Source: an optimization exercise on an open RTL-to-GDS flow (aim: small area, a short achievable clock period and few clock cycles). Production flows keep margins and buffers that such runs may drop.
Only simulation tests tie the RTL to the original design; equivalence was not proved.

==> flow/design.v (excerpt) <==
module sha256_hasher (
    input  logic         clk,
    input  logic         rst,
    input  logic         in_valid,
    output logic         in_ready,
    input  logic [31:0]  in_data,
    input  logic         in_last,
    input  logic [2:0]   in_bytes,
    output logic [255:0] digest,
    output logic         digest_valid
);
    localparam logic [255:0] IV =
        256'h6a09e667bb67ae853c6ef372a54ff53a510e527f9b05688c1f83d9ab5be0cd19;
    function automatic logic [31:0] kc(input logic [5:0] i);
        case (i)
            6'd0:  kc = 32'h428a2f98; 6'd1:  kc = 32'h71374491; 6'd2:  kc = 32'hb5c0fbcf; 6'd3:  kc = 32'he9b5dba5;
            6'd4:  kc = 32'h3956c25b; 6'd5:  kc = 32'h59f111f1; 6'd6:  kc = 32'h923f82a4; 6'd7:  kc = 32'hab1c5ed5;
            6'd8:  kc = 32'hd807aa98; 6'd9:  kc = 32'h12835b01; 6'd10: kc = 32'h243185be; 6'd11: kc = 32'h550c7dc3;
            6'd12: kc = 32'h72be5d74; 6'd13: kc = 32'h80deb1fe; 6'd14: kc = 32'h9bdc06a7; 6'd15: kc = 32'hc19bf174;
            6'd16: kc = 32'he49b69c1; 6'd17: kc = 32'hefbe4786; 6'd18: kc = 32'h0fc19dc6; 6'd19: kc = 32'h240ca1cc;
            6'd20: kc = 32'h2de92c6f; 6'd21: kc = 32'h4a7484aa; 6'd22: kc = 32'h5cb0a9dc; 6'd23: kc = 32'h76f988da;
            6'd24: kc = 32'h983e5152; 6'd25: kc = 32'ha831c66d; 6'd26: kc = 32'hb00327c8; 6'd27: kc = 32'hbf597fc7;
            6'd28: kc = 32'hc6e00bf3; 6'd29: kc = 32'hd5a79147; 6'd30: kc = 32'h06ca6351; 6'd31: kc = 32'h14292967;
            6'd32: kc = 32'h27b70a85; 6'd33: kc = 32'h2e1b2138; 6'd34: kc = 32'h4d2c6dfc; 6'd35: kc = 32'h53380d13;
            6'd36: kc = 32'h650a7354; 6'd37: kc = 32'h766a0abb; 6'd38: kc = 32'h81c2c92e; 6'd39: kc = 32'h92722c85;
            6'd40: kc = 32'ha2bfe8a1; 6'd41: kc = 32'ha81a664b; 6'd42: kc = 32'hc24b8b70; 6'd43: kc = 32'hc76c51a3;
            6'd44: kc = 32'hd192e819; 6'd45: kc = 32'hd6990624; 6'd46: kc = 32'hf40e3585; 6'd47: kc = 32'h106aa070;
            6'd48: kc = 32'h19a4c116; 6'd49: kc = 32'h1e376c08; 6'd50: kc = 32'h2748774c; 6'd51: kc = 32'h34b0bcb5;
            6'd52: kc = 32'h391c0cb3; 6'd53: kc = 32'h4ed8aa4a; 6'd54: kc = 32'h5b9cca4f; 6'd55: kc = 32'h682e6ff3;
            6'd56: kc = 32'h748f82ee; 6'd57: kc = 32'h78a5636f; 6'd58: kc = 32'h84c87814; 6'd59: kc = 32'h8cc70208;
  ...
Settings: LEC_CHECK=0, CAP_MARGIN=20, CORE_MARGIN=2, CORE_UTILIZATION=40, CTS_BUF_LIST=sky130_fd_sc_hd__clkbuf_8, SLEW_MARGIN=20, TNS_END_PERCENT=0; clock period 10.0 ns.
standard.sh (not shown) runs the stock make flow with config.mk's settings and CLKGATE_MAP_FILE= SYNTH_SCRIPT=/design/flow/synth_recipe.tcl, a recipe that flattens the netlist after the stock synthesis.
==> flow/flow/run.sh <==
#!/bin/bash
set -euo pipefail
bash standard.sh "BUFFER_PORTS_ARGS=-buffer_cell sky130_fd_sc_hd__buf_1" SETUP_SLACK_MARGIN=5.6 finish > orfs_finish.log 2>&1
The first run passed the timing, design-rule and antenna checks.
Testbench counts at the start, summed over its fixed seeds: cycles 64,216.
Next try:
- PLACE_DENSITY: default -> 0.75
What happened: Die area stays the same; non-clock buffer count grows by 7.

sha256_hasher, a different RTL version from the one above (not shown whole).
Size: ~6800 cells after synthesis, ~0.073 mm² of cells after synthesis.
==> flow/config.mk <==
export PLATFORM = sky130hd
export DESIGN_NAME = sha256_hasher
export DESIGN_NICKNAME = sha256_hasher
export VERILOG_FILES = /design/flow/design.v
export SDC_FILE = /design/flow/constraint.sdc
export NUM_CORES = 4
export LEC_CHECK = 0
export CAP_MARGIN = 20
export CORE_MARGIN = 2
export CORE_UTILIZATION = 40
export SETUP_SLACK_MARGIN = 5
export SLEW_MARGIN = 20
==> flow/constraint.sdc <==
create_clock -name core_clock -period 10.0 [get_ports {clk}]
set_input_delay 2.0000 -clock core_clock [delete_from_list [all_inputs] [get_ports {clk}]]
set_output_delay 2.0000 -clock core_clock [all_outputs]
set_load 0.01 [all_outputs]
run.sh (not shown) runs the stock make flow with config.mk's settings and CLKGATE_MAP_FILE= SYNTH_SCRIPT=/design/flow/synth_recipe.tcl, a recipe that flattens the netlist after the stock synthesis.
Stock flow here: none of the scripts above is used.
The starting point completed without violations.
Testbench counts at the start, summed over its fixed seeds: cycles 64,224.
Rerun with:
SETUP_SLACK_MARGIN = 3.5   (was 5)
Effect:
- die area is unchanged
- hold slack degrades by 5.3 ps

Setup of run 1:
Another version of the RTL of sha256_hasher (not shown whole).
Size: ~6700 cells after synthesis, roughly 300 I/O pins, ~67000 µm² of cells after synthesis.
make LEC_CHECK=0 CAP_MARGIN=20 CORE_MARGIN=2 CORE_UTILIZATION=55 CTS_BUF_LIST=sky130_fd_sc_hd__clkbuf_16 CTS_CLUSTER_DIAMETER=80 CTS_CLUSTER_SIZE=30 SETUP_SLACK_MARGIN=5 SLEW_MARGIN=20 finish   # period 10.0 ns
Run 1: no failed stages, no open violations at the end
Testbench counts of run 1, summed over its fixed seeds: cycles 64,216.
#### Input delta (run 2 over run 1)
# run 1
export LEC_CHECK = 0
export CAP_MARGIN = 20
export CORE_MARGIN = 2
export CORE_UTILIZATION = 55
export CTS_BUF_LIST = sky130_fd_sc_hd__clkbuf_16
export CTS_CLUSTER_DIAMETER = 80
export CTS_CLUSTER_SIZE = 30
export SETUP_SLACK_MARGIN = 5
export SLEW_MARGIN = 20
create_clock -name core_clock -period 10.0 [get_ports {clk}]
# run 2
export LEC_CHECK = 0
export CAP_MARGIN = 20
export CORE_MARGIN = 2
export CORE_UTILIZATION = 40
export CTS_BUF_LIST = sky130_fd_sc_hd__clkbuf_8
export SETUP_SLACK_MARGIN = 5
export SLEW_MARGIN = 20
create_clock -name core_clock -period 10.0 [get_ports {clk}]
==> flow/flow/run.sh (new file) <==
#!/bin/bash
# The standard layout (standard.sh: unchanged synthesis, floorplan, power
# grid, placement, CTS, routing), with the port buffers made from the
# smallest buffer cell instead of the delay buffer buffer_ports picks.
set -euo pipefail
bash standard.sh "BUFFER_PORTS_ARGS=-buffer_cell sky130_fd_sc_hd__buf_1" finish > orfs_finish.log 2>&1
==> flow/standard.sh (new file) <==
#!/bin/bash
# synth_recipe.tcl (not shown) runs the flow's synth.tcl, then flattens the netlist and writes it again
# the make line also repeats each setting of config.mk as NAME=value (left out here)
make -C /OpenROAD-flow-scripts/flow DESIGN_CONFIG=/design/flow/config.mk WORK_HOME=/design/flow/orfs CLKGATE_MAP_FILE= SYNTH_SCRIPT=/design/flow/synth_recipe.tcl "${@:-finish}"
removed: flow/run.sh
Results
Per the final summary, run 2 finished and its layout is clean on timing, DRC and antenna.
| sequential share of layout area | run 2 vs run 1 | 0.55 points lower |
Taking run 1 as the reference, in run 2 share of layout cells above drive strength 1 has increased; first-pass GRT wire length has increased; clock tree skew after final layout has increased.
## Diff of input files: run 3 against run 2
# run 2
export LEC_CHECK = 0
export CAP_MARGIN = 20
export CORE_MARGIN = 2
export CORE_UTILIZATION = 40
export CTS_BUF_LIST = sky130_fd_sc_hd__clkbuf_8
export SETUP_SLACK_MARGIN = 5
export SLEW_MARGIN = 20
create_clock -name core_clock -period 10.0 [get_ports {clk}]
# run 3
export LEC_CHECK = 0
export CAP_MARGIN = 20
export CORE_MARGIN = 2
export CORE_UTILIZATION = 40
export CTS_BUF_LIST = sky130_fd_sc_hd__clkbuf_8
export SETUP_SLACK_MARGIN = 5
export SLEW_MARGIN = 20
export TNS_END_PERCENT = 0
create_clock -name core_clock -period 10.0 [get_ports {clk}]
### Flow results
The fraction of the cycle the final worst path needs of run 3 falls short of that of run 2 by 0.20 points.
Number of standard cells in the layout, taps in and fillers out went down slightly going from run 2 to run 3.
In run 3, CTS buffer count is higher than in run 2.
Going from run 2 to run 3, routed wire length shrinks by 0.46%.
Worst slack at placement is lower on run 2
NOTE: final RePlAce weighted congestion in run 3 exceeds that of run 2
The instance area at placement on run 3 is in line with that on run 2.
Changes in run 4 relative to run 3:
# run 3
export LEC_CHECK = 0
export CAP_MARGIN = 20
export CORE_MARGIN = 2
export CORE_UTILIZATION = 40
export CTS_BUF_LIST = sky130_fd_sc_hd__clkbuf_8
export SETUP_SLACK_MARGIN = 5
export SLEW_MARGIN = 20
export TNS_END_PERCENT = 0
create_clock -name core_clock -period 10.0 [get_ports {clk}]
# run 4
export LEC_CHECK = 0
export CAP_MARGIN = 20
export CORE_MARGIN = 2
export CORE_UTILIZATION = 55
export CTS_BUF_LIST = sky130_fd_sc_hd__clkbuf_8
export SETUP_SLACK_MARGIN = 5
export SLEW_MARGIN = 20
create_clock -name core_clock -period 10.0 [get_ports {clk}]
==> flow/run.sh (new file) <==
#!/bin/bash
# synth_recipe.tcl (not shown) runs the flow's synth.tcl, then flattens the netlist and writes it again
# the make line also repeats each setting of config.mk as NAME=value (left out here)
make -C /OpenROAD-flow-scripts/flow DESIGN_CONFIG=/design/flow/config.mk WORK_HOME=/design/flow/orfs CLKGATE_MAP_FILE= SYNTH_SCRIPT=/design/flow/synth_recipe.tcl finish
removed: flow/flow/run.sh
removed: flow/standard.sh
## What came out
Per the final summary, run 4 finished and its layout is clean on timing, DRC and antenna.
In run 4, data-path buffer share of cell area in the final layout is higher than in run 3.
Run 4 vs run 3: final cycle utilization of the critical path down in run 4
Compared with run 3, in run 4 least setup slack across all paths after layout saw an increase, final design area excluding fillers went up by about 4%.
Per the comparison of run 4 with run 3, worst slew slack as a fraction of its limit went down 2.1 points; clock insertion delay at the later pin of the skew report saw little to no change; utilization went up 20 points.

sha256_hasher with an RTL version that a note above also has.
Size: about 6800 cells after synthesis, about 1400 flip-flops, ~300 I/O pins, about 68000 um2 of cells after synthesis.
Settings: LEC_CHECK=0, CAP_MARGIN=20, CORE_MARGIN=2, CORE_UTILIZATION=40, CTS_BUF_LIST=sky130_fd_sc_hd__clkbuf_16, CTS_CLUSTER_DIAMETER=60, CTS_CLUSTER_SIZE=20, SLEW_MARGIN=20, TNS_END_PERCENT=0; clock period 10.0 ns.
standard.sh (not shown) runs the stock make flow with config.mk's settings and CLKGATE_MAP_FILE= SYNTH_SCRIPT=/design/flow/synth_recipe.tcl, a recipe that flattens the netlist after the stock synthesis.
==> flow/flow/run.sh <==
#!/bin/bash
set -euo pipefail
bash standard.sh "BUFFER_PORTS_ARGS=-buffer_cell sky130_fd_sc_hd__buf_1" SETUP_SLACK_MARGIN=5.6 finish > orfs_finish.log 2>&1
Testbench counts at the start, summed over its fixed seeds: cycles 64,216.
Then changed:
==> flow/flow/run.sh (replaced) <==
#!/bin/bash
# The standard layout (standard.sh: unchanged synthesis, floorplan, power
# grid, placement, CTS, routing), with the port buffers made from the
# smallest buffer cell instead of the delay buffer buffer_ports picks.
set -euo pipefail
bash standard.sh "BUFFER_PORTS_ARGS=-buffer_cell sky130_fd_sc_hd__buf_1" finish > orfs_finish.log 2>&1
--- a/flow/config.mk
+++ b/flow/config.mk
@@ -11,3 +11,2 @@
-export CTS_BUF_LIST = sky130_fd_sc_hd__clkbuf_16
-export CTS_CLUSTER_DIAMETER = 60
-export CTS_CLUSTER_SIZE = 20
+export CTS_BUF_LIST = sky130_fd_sc_hd__clkbuf_8
+export SETUP_SLACK_MARGIN = 5
What happened: Cell area stays flat. Utilization goes up by 0.12 points. Count of clock-buffer cells in the layout goes up by 137. Hold slack loses 0.045 ns.

re-timing with driven ports:
In the flow no input, the clock included, has a driving cell. The finished layouts below were timed again as built, in two steps.
Step 1 assumes that a clkbuf_16 drives the clock port and a buf_2 every other input.
Step 2 times the ports against the registers' clock, not the clock port: input delays grow and output delays shrink by t, the midpoint of the rising clock arrivals with the driver on.
a / b / c = ideal / step 1 / step 2; a / b = the first two.
run	t, ns	setup slack, ns	pins driven straight from the clock port
the first run of note 1	1.069	4.788 / 4.797 / 3.760	1
the second run of note 1	1.026	4.704 / 4.704 / 3.728	1
the first run of note 2	0.898	4.735 / 4.735 / 4.389	1
the second run of note 2	0.910	3.733 / 3.733 / 3.733	1
run 1	0.795	4.560 / 4.560 / 4.399	1
run 2	1.052	4.438 / 4.438 / 4.093	1
run 3	1.074	4.458 / 4.458 / 3.688	1
run 4	1.042	4.535 / 4.535 / 4.250	1
the first run of note 4	0.887	4.748 / 4.748 / 3.965	1
the second run of note 4	1.086	4.673 / 4.673 / 3.656	1
After both steps setup and hold are still met in every run listed. For the first run of note 1, which loses most, drivers alone change the setup slack by +0.009 ns; drivers and shift together by -1.028 ns.
